This design comes from an exercise in tuning for small area, a short achievable clock period and few clock cycles on the open sky130 flow, not from production work.
No functional check of the RTL was part of any run shown here.

**config.mk**
```make
export PLATFORM = sky130hd
export DESIGN_NAME = roc_top
export DESIGN_NICKNAME = roc_top
export VERILOG_FILES = /design/flow/design.v
export SDC_FILE = /design/flow/constraint.sdc
export NUM_CORES = 4
export LEC_CHECK = 0
export CAP_MARGIN = 20
export CORE_MARGIN = 2
export CORE_UTILIZATION = 40
export PLACE_DENSITY = 0.6
export SLEW_MARGIN = 20
```
**constraint.sdc**
```tcl
create_clock -name core_clock -period 5.0 [get_ports {clk_i}]
set_input_delay 1.0000 -clock core_clock [delete_from_list [all_inputs] [get_ports {clk_i}]]
set_output_delay 1.0000 -clock core_clock [all_outputs]
set_load 0.01 [all_outputs]
```
**design.v**
```verilog
`default_nettype none
package roc_pkg;
  localparam int unsigned AddrWidth = 32;
  localparam int unsigned DataWidth = 32;
  typedef logic [AddrWidth-1:0] addr_t;
  typedef logic [DataWidth-1:0] data_t;
endpackage
`default_nettype wire
`timescale 1ns/1ps
`default_nettype none
module roc_region_decode #(
  parameter int unsigned NrRegions = 2
) (
  input  wire logic                    enable_i,
  input  wire logic [NrRegions*64-1:0] regions_i,
  input  wire logic [31:0]             addr_i,
  output logic                         cacheable_o
);
  logic in_region;
  always_comb begin
    in_region = 1'b0;
    for (int unsigned i = 0; i < NrRegions; i++) begin
      if ((addr_i >= regions_i[i*64+32 +: 32]) &&
          (addr_i < regions_i[i*64 +: 32])) begin
        in_region = 1'b1;
      end
    end
  end
  assign cacheable_o = enable_i && in_region;
endmodule
`default_nettype wire
`timescale 1ns/1ps
`default_nettype none
module roc_line_store (
  input  wire logic        clk_i,
  input  wire logic        rst_n_i,
  input  wire logic [3:0]  rd_idx_i,
  output logic             rd_valid_o,
  output logic [25:0]      rd_tag_o,
  output logic [31:0]      rd_data_o,
  input  wire logic        wr_i,
  input  wire logic [3:0]  wr_idx_i,
  input  wire logic [25:0] wr_tag_i,
  input  wire logic [31:0] wr_data_i,
  input  wire logic        flush_i
);
  logic [25:0] tag_mem  [16];
  logic [31:0] data_mem [16];
  logic [15:0] valid_q;
  assign rd_valid_o = valid_q[rd_idx_i];
  assign rd_tag_o   = tag_mem[rd_idx_i];
  assign rd_data_o  = data_mem[rd_idx_i];
  always_ff @(posedge clk_i or negedge rst_n_i) begin
    if (!rst_n_i) begin
      valid_q <= '0;
    end else if (flush_i) begin
      valid_q <= '0;
    end else if (wr_i) begin
      valid_q[wr_idx_i] <= 1'b1;
    end
  end
  always_ff @(posedge clk_i) begin
    if (wr_i) begin
      tag_mem[wr_idx_i]  <= wr_tag_i;
      data_mem[wr_idx_i] <= wr_data_i;
    end
  end
endmodule
`default_nettype wire
`timescale 1ns/1ps
`default_nettype none
module roc_refill #(
  parameter int unsigned Depth = 4   
) (
  input  wire logic        clk_i,
  input  wire logic        rst_n_i,
  input  wire logic        push_i,
  input  wire logic        push_hit_i,
  input  wire logic        push_cacheable_i,
  input  wire logic [31:0] push_addr_i,
  input  wire logic [31:0] push_data_i,
  output logic             full_o,
  output logic             empty_o,
  input  wire logic [3:0]  chk_idx_i,
  output logic             chk_pending_o,
  output logic [32:0]      rsp_o,
  output logic             rsp_valid_o,
  input  wire logic        rsp_ready_i,
  output logic [31:0]      mem_addr_o,
  output logic             mem_req_valid_o,
  input  wire logic        mem_req_ready_i,
  input  wire logic [32:0] mem_rsp_i,
  input  wire logic        mem_rsp_valid_i,
  output logic             fill_o,
  output logic [3:0]       fill_idx_o,
  output logic [25:0]      fill_tag_o,
  output logic [31:0]      fill_data_o
);
  localparam int unsigned PW = (Depth > 1) ? $clog2(Depth) : 1;
  logic [Depth-1:0] vld_q;     
  logic [Depth-1:0] rdy_q;     
  logic [Depth-1:0] need_q;    
  logic [Depth-1:0] wait_q;    
  logic [Depth-1:0] c_q;       
  logic [Depth-1:0] err_q;
  logic [31:0]      d_q [Depth];
  logic [PW-1:0]             hd_q;
  logic [PW-1:0]             tl_q;
  function automatic logic [PW-1:0] oldest(input logic [Depth-1:0] f, input logic [PW-1:0] hd);
    logic [2*Depth-1:0] ff;
    logic [PW-1:0] r;
    logic [PW-1:0] kk;
    logic found;
    ff    = {f, f} >> hd;
    r     = hd;
    found = 1'b0;
    for (int unsigned k = 0; k < Depth; k++) begin
      if (!found && ff[k]) begin
        kk    = k[PW-1:0];
        r     = hd + kk;
        found = 1'b1;
      end
    end
    oldest = r;
  endfunction
  logic [PW-1:0] iss_sel;
  logic [PW-1:0] fill_sel;
  logic issue;
  logic pop;
  assign iss_sel  = oldest(need_q, hd_q);
  assign fill_sel = oldest(wait_q, hd_q);
  assign mem_req_valid_o = |need_q;
  assign mem_addr_o      = d_q[iss_sel];
  assign issue           = mem_req_valid_o && mem_req_ready_i;
  assign rsp_valid_o = vld_q[hd_q] && rdy_q[hd_q];
  assign rsp_o       = {d_q[hd_q], err_q[hd_q]};
  assign pop         = rsp_valid_o && rsp_ready_i;
  assign full_o  = vld_q[tl_q];
  assign empty_o = ~|vld_q;
  assign fill_o      = mem_rsp_valid_i && c_q[fill_sel] && !mem_rsp_i[0];
  assign fill_idx_o  = d_q[fill_sel][5:2];
  assign fill_tag_o  = d_q[fill_sel][31:6];
  assign fill_data_o = mem_rsp_i[32:1];
  always_comb begin
    chk_pending_o = 1'b0;
    for (int unsigned i = 0; i < Depth; i++) begin
      if ((need_q[i] || wait_q[i]) && c_q[i] && (d_q[i][5:2] == chk_idx_i)) begin
        chk_pending_o = 1'b1;
      end
    end
  end
  always_ff @(posedge clk_i or negedge rst_n_i) begin
    if (!rst_n_i) begin
      vld_q  <= '0;
      rdy_q  <= '0;
      need_q <= '0;
      wait_q <= '0;
      hd_q   <= '0;
      tl_q   <= '0;
    end else begin
      if (pop) begin
        vld_q[hd_q] <= 1'b0;
        hd_q        <= hd_q + 1'b1;
      end
      if (issue) begin
        need_q[iss_sel] <= 1'b0;
        wait_q[iss_sel] <= 1'b1;
      end
      if (mem_rsp_valid_i) begin
        wait_q[fill_sel] <= 1'b0;
        rdy_q[fill_sel]  <= 1'b1;
      end
      if (push_i) begin
        vld_q[tl_q]  <= 1'b1;
        rdy_q[tl_q]  <= push_hit_i;
        need_q[tl_q] <= !push_hit_i;
        tl_q         <= tl_q + 1'b1;
      end
    end
  end
  always_ff @(posedge clk_i) begin
    if (mem_rsp_valid_i) begin
      d_q[fill_sel]   <= mem_rsp_i[32:1];
      err_q[fill_sel] <= mem_rsp_i[0];
    end
    if (push_i) begin
      d_q[tl_q]   <= push_hit_i ? push_data_i : push_addr_i;
      err_q[tl_q] <= 1'b0;
      c_q[tl_q]   <= push_cacheable_i && !push_hit_i;
    end
  end
endmodule
`default_nettype wire
`timescale 1ns/1ps
`default_nettype none
module roc_top #(
  parameter int unsigned LineCount = 16,
  parameter int unsigned NrRegions = 2,
  parameter int unsigned Depth     = 8
) (
  input  wire logic                              clk_i,
  input  wire logic                              rst_n_i,
  input  wire logic                              enable_i,
  input  wire logic [NrRegions*64-1:0]           regions_i,
  input  wire logic [31:0]                       req_i,
  input  wire logic                              req_valid_i,
  output logic                                   req_ready_o,
  output logic [32:0]                            rsp_o,
  output logic                                   rsp_valid_o,
  input  wire logic                              rsp_ready_i,
  output logic [31:0]                            mem_addr_o,
  output logic                                   mem_req_valid_o,
  input  wire logic                              mem_req_ready_i,
  input  wire logic [32:0]                       mem_rsp_i,
  input  wire logic                              mem_rsp_valid_i,
  input  wire logic                              flush_valid_i,
  output logic                                   flush_ready_o
);
  logic        cacheable;
  logic        req_v_q;
  logic [31:0] req_q;
  logic        req_c_q;
  logic        line_valid;
  logic [25:0] line_tag;
  logic [31:0] line_data;
  logic        hit;
  logic        pending;
  logic        q_full;
  logic        q_empty;
  logic        advance;
  logic        fill;
  logic [3:0]  fill_idx;
  logic [25:0] fill_tag;
  logic [31:0] fill_data;
  logic        flush;
  roc_region_decode #(
    .NrRegions ( NrRegions )
  ) i_region_decode (
    .enable_i    ( enable_i  ),
    .regions_i   ( regions_i ),
    .addr_i      ( req_i     ),
    .cacheable_o ( cacheable )
  );
  assign advance     = req_v_q && !q_full && !(req_c_q && pending);
  assign req_ready_o = !req_v_q || advance;
  always_ff @(posedge clk_i or negedge rst_n_i) begin
    if (!rst_n_i) begin
      req_v_q <= 1'b0;
    end else if (req_ready_o) begin
      req_v_q <= req_valid_i;
    end
  end
  always_ff @(posedge clk_i) begin
    if (req_ready_o && req_valid_i) begin
      req_q   <= req_i;
      req_c_q <= cacheable;
    end
  end
  roc_line_store i_line_store (
    .clk_i      ( clk_i       ),
    .rst_n_i    ( rst_n_i     ),
    .rd_idx_i   ( req_q[5:2]  ),
    .rd_valid_o ( line_valid  ),
    .rd_tag_o   ( line_tag    ),
    .rd_data_o  ( line_data   ),
    .wr_i       ( fill        ),
    .wr_idx_i   ( fill_idx    ),
    .wr_tag_i   ( fill_tag    ),
    .wr_data_i  ( fill_data   ),
    .flush_i    ( flush       )
  );
  assign hit = req_c_q && line_valid && (line_tag == req_q[31:6]);
  roc_refill #(
    .Depth ( Depth )
  ) i_refill (
    .clk_i            ( clk_i           ),
    .rst_n_i          ( rst_n_i         ),
    .push_i           ( advance         ),
    .push_hit_i       ( hit             ),
    .push_cacheable_i ( req_c_q         ),
    .push_addr_i      ( req_q           ),
    .push_data_i      ( line_data       ),
    .full_o           ( q_full          ),
    .empty_o          ( q_empty         ),
    .chk_idx_i        ( req_q[5:2]      ),
    .chk_pending_o    ( pending         ),
    .rsp_o            ( rsp_o           ),
    .rsp_valid_o      ( rsp_valid_o     ),
    .rsp_ready_i      ( rsp_ready_i     ),
    .mem_addr_o       ( mem_addr_o      ),
    .mem_req_valid_o  ( mem_req_valid_o ),
    .mem_req_ready_i  ( mem_req_ready_i ),
    .mem_rsp_i        ( mem_rsp_i       ),
    .mem_rsp_valid_i  ( mem_rsp_valid_i ),
    .fill_o           ( fill            ),
    .fill_idx_o       ( fill_idx        ),
    .fill_tag_o       ( fill_tag        ),
    .fill_data_o      ( fill_data       )
  );
  assign flush_ready_o = !req_v_q && q_empty;
  assign flush         = flush_valid_i && flush_ready_o;
endmodule
`default_nettype wire
```
**run.sh**
```bash
#!/bin/bash
# synth_recipe.tcl (not shown) runs the flow's synth.tcl, then flattens the netlist and writes it again
# the make line also repeats each setting of config.mk as NAME=value (left out here)
make -C /OpenROAD-flow-scripts/flow DESIGN_CONFIG=/design/flow/config.mk WORK_HOME=/design/flow/orfs CLKGATE_MAP_FILE= SYNTH_SCRIPT=/design/flow/synth_recipe.tcl finish
```
==> results of run 1 <==
-- logic make-up (layout without fill, tap and decap cells) --
logic type | after synthesis | in the layout | share of synthesized area (%)
flip-flops | 1292 | 1292 | 61.09
XOR/XNOR | 75 | 75 | 1.069
AND/OR/NAND/NOR | 732 | 732 | 5.450
AO/OA/AOI/OAI | 338 | 338 | 3.734
multiplexers | 864 | 864 | 23.38
adder cells (fa/ha/maj) | 145 | 145 | 2.886
buffers and inverters | 374 | 1116 | 2.387
other | 0 | 2 | 0
-- through the flow --
step / cells / setup TNS [ns] / hold slack [ns] / utilization (%) / instance area [µm²]
floorplan: 3820 / -329.63 / 0.4269 / - / 62940
global placement: 6301 / -56.03 / 0.4588 / 46.07 / 71960
detailed placement: 6301 / -114.03 / 0.4738 / 46.07 / 71960
CTS: 6596 / -29.06 / 0.3963 / 49.47 / 77280
global route: 6621 / -34.95 / 0.4491 / 49.74 / 77690
finish: 6622 / -28.29 / 0.3951 / 49.74 / 77690
-- flip-flops by register name (all words and copies together), names as in the netlist, 16 cells and up, named ones only --
| signal | flops |
|---|---|
| i_line_store.data_mem | 512 |
| i_line_store.tag_mem | 416 |
| req_q | 32 |
| i_refill.d_q | 256 |
| i_line_store.valid_q | 16 |
-- how the worst max path moves through the flow --
stage,from,end,slack [ns],cells past startpoint
after detailed placement,i_refill.hd_q[0],mem_addr_o[25],-0.69,12
after CTS,i_refill.hd_q[0],mem_addr_o[0],-0.98,13
final,i_refill.hd_q[0],mem_addr_o[21],-0.94,14
after global routing,i_refill.hd_q[0],mem_addr_o[17],-1.09,14
after floorplan,i_refill.hd_q[1],i_line_store.data_mem[13][0],-0.50,16
after global placement,i_refill.hd_q[0],mem_addr_o[25],-0.71,12
-- area by class of cell --
cell class,instances,area [µm²]
inverter,156,590.6
clock inverter,79,913.4
tap,2058,2575
clock buffer,180,3736
multi-input combinational,2154,23490
sequential,1292,38430
fill,12880,78510
timing repair buffer,701,7954
antenna,2,5.005
-- what timing repair did --
item	CTS	global route
setup endpoints to repair	989	1356
pin swaps	4	13
cloned	6	5
setup buffers	30	23
resized for setup	227	62
-- layer usage --
metal / share of wire, % / track usage [%]
met1: 43 / 31.25
met2: 49 / 38.52
met3: 5.9 / 3.230
met4: 2.3 / 6.154
met5: 0.068 / 0
-- cell usage in the layout, fill, tap and decap left out, types with 30 or more instances in the layout --
cell             instances
a21o_1                  53
a21oi_1                 48
and2_1                  32
and3_1                  36
buf_12                 131
buf_4                  260
buf_6                   55
clkbuf_1                34
clkbuf_16              147
clkdlybuf4s50_1        235
dfrtp_1                 52
edfxtp_1              1225
ha_1                   145
inv_1                  150
mux2_2                 306
mux2_4                  34
mux2i_1                 83
mux4_2                 433
nand2_1                396
nand2b_1                30
nand3_1                 48
nand4_1                 33
nor2_1                  43
o211ai_1                43
o21ai_0                 46
xnor2_1                 32
xor2_1                  38
==> impl_metrics.ini, run 1 <==
[setup_path]
slowest_delay_ns = 0.52
worst-path-buf-inv = 5
start_kind = flip-flop
cp.required_ns = 4.00
crit_path_top_delay_cell = mux4_2
reg2reg_setup_slack_ns = 0.14
cp_max_fo = 8
path_cells = mux4_2, mux2_4, or4b_4, or3_4, nor3b_4, buf_6, a211oi_4, xnor2_4, buf_12, buf_12, buf_16, mux4_2, mux2_4, buf_6
path_delay_family = multiplexers
reg2reg_to = i_line_store.tag_mem[15][10]
crit_arrival_ns = 4.94
end_kind = output pin
crit_type = reg -> out
reg2reg_depth = 18
r2r_start = i_refill.hd_q[0]

[floorplanning]
start_util_pct = 40.24
fp.dieArea_um2 = 160300
coreArea_um2 = 156200
die_x_um = 400.4
num_rows = 145
die_h_um = 400.4
ios = 270

[logic_synthesis]
synth_top_area_cell = edfxtp_1
synth_fp_nets = 4166
synth_warnings = 4
netlist_top_cells_count = edfxtp_1, mux4_2, nand2_1
mappedNetlistArea_um2 = 62860
synth-seq-area-share_pct = 61.09
synth_enable_flop_cells = 1225
synth_ff_type = edfxtp_1
syn_inst = 3820
synthDistinctLibCells = 85
async_flop_share_pct = 4.257
avgSynthCellArea_um2 = 16.46
ys_ff_latch = 1292
synth_top_area_share_pct = 58.52
yosysMostFrequentCell = edfxtp_1
yosys-top-cells-area = edfxtp_1, mux4_2, mux2_2

[placement]
io_buffers = 269
place_congestion = 0.8838
hpwlAfterDp_um = 124800
place_ws_ns = -0.6884

[route]
post-route-drc-count = 0
drtIter0Drc = 3930
routed_wl_um = 185700
ant_nets = 0
drtPass1Iterations = 5
drt-vias-per-instance = 5.804
vias = 38440
drt-wirelength-per-cell_um = 28.04

[run_status]
checkFailReasons = setup timing
status = complete, but fails checks

[layout]
syn2layout_area_growth_pct = 23.60
fin_nets = 4792
drive_above_1_share_pct = 33.76

[timing]
skew_ns = 0.02842
worst_pin_slew_ns = 1.037
setup_violations = 32
timing.fmax_mhz = 168.4
hold_viol = 0
relSlewSlack_pct = 30.65
drv_slew = 0
grt_setup_unrepaired = yes
fin_crit_ns = 5.938
fin_ws_ns = -0.9382
fin_crit_sh_pct = 118.8

[clock_network]
root_buffer = clkbuf_16
cts_tree = yes
numCtsBuffers = 141
clock_latency_ns = 0.76
clockBufferDepth = 3
cts.clk_slew.worst_paths_ns = 0.05
hold_buffers = 0
cts_max_level = 4
clock_sinks = 1292

[grt]
grt_pass1_wl_um = 271700
grt_usage_pct = 22.90
grt_max_degree = 116
grt.overflow.total = 0
antenna_found_initial = 12
first_global_vias = 39230

[run]
drv_cap = 0

[hold_path]
min_path_type = in -> async
==> run 2, diff against run 1 <==
--- a/design.v
+++ b/design.v
@@ -198,3 +198,3 @@
   parameter int unsigned NrRegions = 2,
-  parameter int unsigned Depth     = 8
+  parameter int unsigned Depth     = 4
 ) (
==> impl_metrics.ini, run 2 <==
[logic_synthesis]
netlist_top_cells_count = edfxtp_1, mux4_2, nand2_1
async_flop_share_pct = 3.251
synth_top_area_cell = edfxtp_1
synth_fp_nets = 3409
avgSynthCellArea_um2 = 16.80
synth_enable_flop_cells = 1093
synth-seq-area-share_pct = 65.93
synth_ff_type = edfxtp_1
synth_top_area_share_pct = 63.82
syn_inst = 3061
mappedNetlistArea_um2 = 51430
yosysMostFrequentCell = edfxtp_1
synthDistinctLibCells = 82
synth_warnings = 4
yosys-top-cells-area = edfxtp_1, mux4_2, ha_1
ys_ff_latch = 1138

[layout]
final_cell_mix = edfxtp_1, mux4_2, nand2_1
fin_util_pct = 47.91
final_area_um2 = 61100
largest_register_ffs = 512
layout.cells.most_common = edfxtp_1
syn2layout_area_growth_pct = 18.80
regArea_um2 = 33930
fin_nets = 3779
nFillCells = 10750
drive_above_1_share_pct = 21.39
final_cells = 5192
largestRegisters = i_line_store.data_mem: 512 flops, i_line_store.tag_mem: 416 flops, i_refill.d_q: 128 flops
multiInputGateArea_um2 = 16390
registers.top_by_ff_count = i_line_store.data_mem

[clock_network]
clock_sinks = 1138
cts.clk_slew.worst_paths_ns = 0.06
cts_max_level = 3
clock_latency_ns = 0.71
clockBufferDepth = 3
root_buffer = clkbuf_16
cts_tree = yes
hold_buffers = 0
numCtsBuffers = 115

[setup_path]
crit_path_top_delay_cell = dfrtp_4
crit_arrival_ns = 3.87
r2r_start = i_refill.hd_q[0]
slowest_delay_ns = 0.50
crit_type = reg -> out
path_cells = clkinvlp_4, ha_1, inv_1, a22oi_1, o31ai_4, buf_12, clkbuf_16, buf_4, mux4_2, clkdlybuf4s50_1
cp_max_fo = 11
reg2reg_to = i_line_store.data_mem[0][0]
reg2reg_depth = 13
cp.required_ns = 4.00
start_kind = flip-flop
end_kind = output pin
reg2reg_setup_slack_ns = 0.56

[timing]
setup_violations = 0
hold_viol = 0
skew_ns = 0.03148
drv_slew = 0
fin_crit_sh_pct = 97.31
timing.fmax_mhz = 205.5
fin_crit_ns = 4.866
worst_pin_slew_ns = 1.055
fin_hold_ws_ns = 0.4377
relSlewSlack_pct = 29.44
finalSetupTns_ns = 0

[route]
routed_wl_um = 151300
post-route-drc-count = 0
ant_nets = 0
drtPass1Iterations = 5
drt-vias-per-instance = 5.801
drtIter0Drc = 3156
drt-wirelength-per-cell_um = 29.14
vias = 30120

[grt]
antenna_found_initial = 7
grt_usage_pct = 22.89
first_global_vias = 30430
grt_max_degree = 60
grt_pass1_wl_um = 216300
grt.overflow.total = 0

[floorplanning]
coreArea_um2 = 127500
start_util_pct = 40.33
die_x_um = 362.6
die_h_um = 362.6
num_rows = 131
fp.dieArea_um2 = 131500
ios = 270

[placement]
place_congestion = 0.8993
io_buffers = 269
placedCellCount = 4964
hpwlAfterDp_um = 100600
place_area_um2 = 57110

[run]
drv_cap = 0

[run_status]
status = complete, no violations

[hold_path]
min_path_type = in -> async
[run 2: logic make-up (layout without fill, tap and decap cells)]
group,Yosys count,in the layout,synth area share [%]
other,0,1,0
adders and majority gates,147,147,3.576
AOI/OAI and AO/OA,427,427,5.187
DFF,1138,1138,65.93
and+or+nand+nor,570,570,5.267
xor gates and xnor gates,36,36,0.6131
buffers and inverters,321,789,2.586
muxes,422,422,16.84
[run 2: worst max-delay path by stage]
| stage | to | slack, ns | from |
|---|---|---|---|
| 2_1_floorplan | i_line_store.data_mem[12][0] | 0.01 | i_refill.hd_q[0] |
| 3_3_place_gp | i_line_store.data_mem[0][14] | 0.66 | i_refill.hd_q[0] |
| 3_5_place_dp | i_line_store.data_mem[0][4] | 0.55 | i_refill.hd_q[0] |
| 4_1_cts | mem_addr_o[19] | 0.006 | i_refill.need_q[2] |
| 5_1_grt | mem_addr_o[3] | -0.002 | i_refill.hd_q[0] |
| 6_report | mem_addr_o[25] | 0.13 | i_refill.hd_q[0] |
[run 2: layer usage]
layer  vias up  global-route usage [%]  part of all wire [%]
met2      1332                   37.27                    48
li1      12920                       -                     -
met5         -                       0                 0.017
met1     15660                   31.43                    41
met4         4                   6.126                   2.5
met3       197                   4.587                   8.8
[run 2: cell type report]
class,instances,share of cell area [%]
sequential,1138,55.53
tap,1662,3.404
inverter,164,1.018
antenna,1,0.004096
multi-input combinational,1602,26.82
timing repair buffer,410,6.969
clock buffer,135,4.868
clock inverter,80,1.388
[run 2: worst max-delay path: cells and delay by family, from the launching register on]
family,cells,cell delay (ns)
AOI/OAI and AO/OA,2,0.41
adders and majority gates,1,0.39
buffers and inverters,6,1.31
DFF,1,0.50
muxes,1,0.50
[run 2: through the flow]
step,setup slack [ns]
4_1_cts,0.006173
2_1_floorplan,0.01256
5_1_grt,-0.002246
6_report,0.1343
3_3_place_gp,0.6623
3_5_place_dp,0.5545
[run 2: repair_timing]
action / in CTS / in global routing
resized for setup: 0 / 9
endpoints found under the setup margin: 0 / 21
setup buffers: 0 / 10

[static timing again, ports no longer ideal]
In the flow no input, the clock included, has a driving cell. The finished layouts below were timed again as built, in two steps. Step 1 (the two cells are an assumption about what drives the block):
set clk [get_ports {clk_i}]
set_driving_cell -lib_cell sky130_fd_sc_hd__clkbuf_16 $clk
set_driving_cell -lib_cell sky130_fd_sc_hd__buf_2 [delete_from_list [all_inputs] $clk]
Step 2, shift: input delay + t, output delay - t, t = (earliest + latest rising clock arrival at the registers) / 2. This alone moves slack from input paths to output paths. Three values: ideal, step 1, step 2; two values: the first two.
| run | shift t [ns] | setup WS [ns] | worst setup path at the end |
|---|---|---|---|
| run 1 | 0.829 | -0.938 / -1.017 / -0.188 | register to output |
| run 2 | 0.769 | 0.134 / 0.066 / 0.563 | register to register |
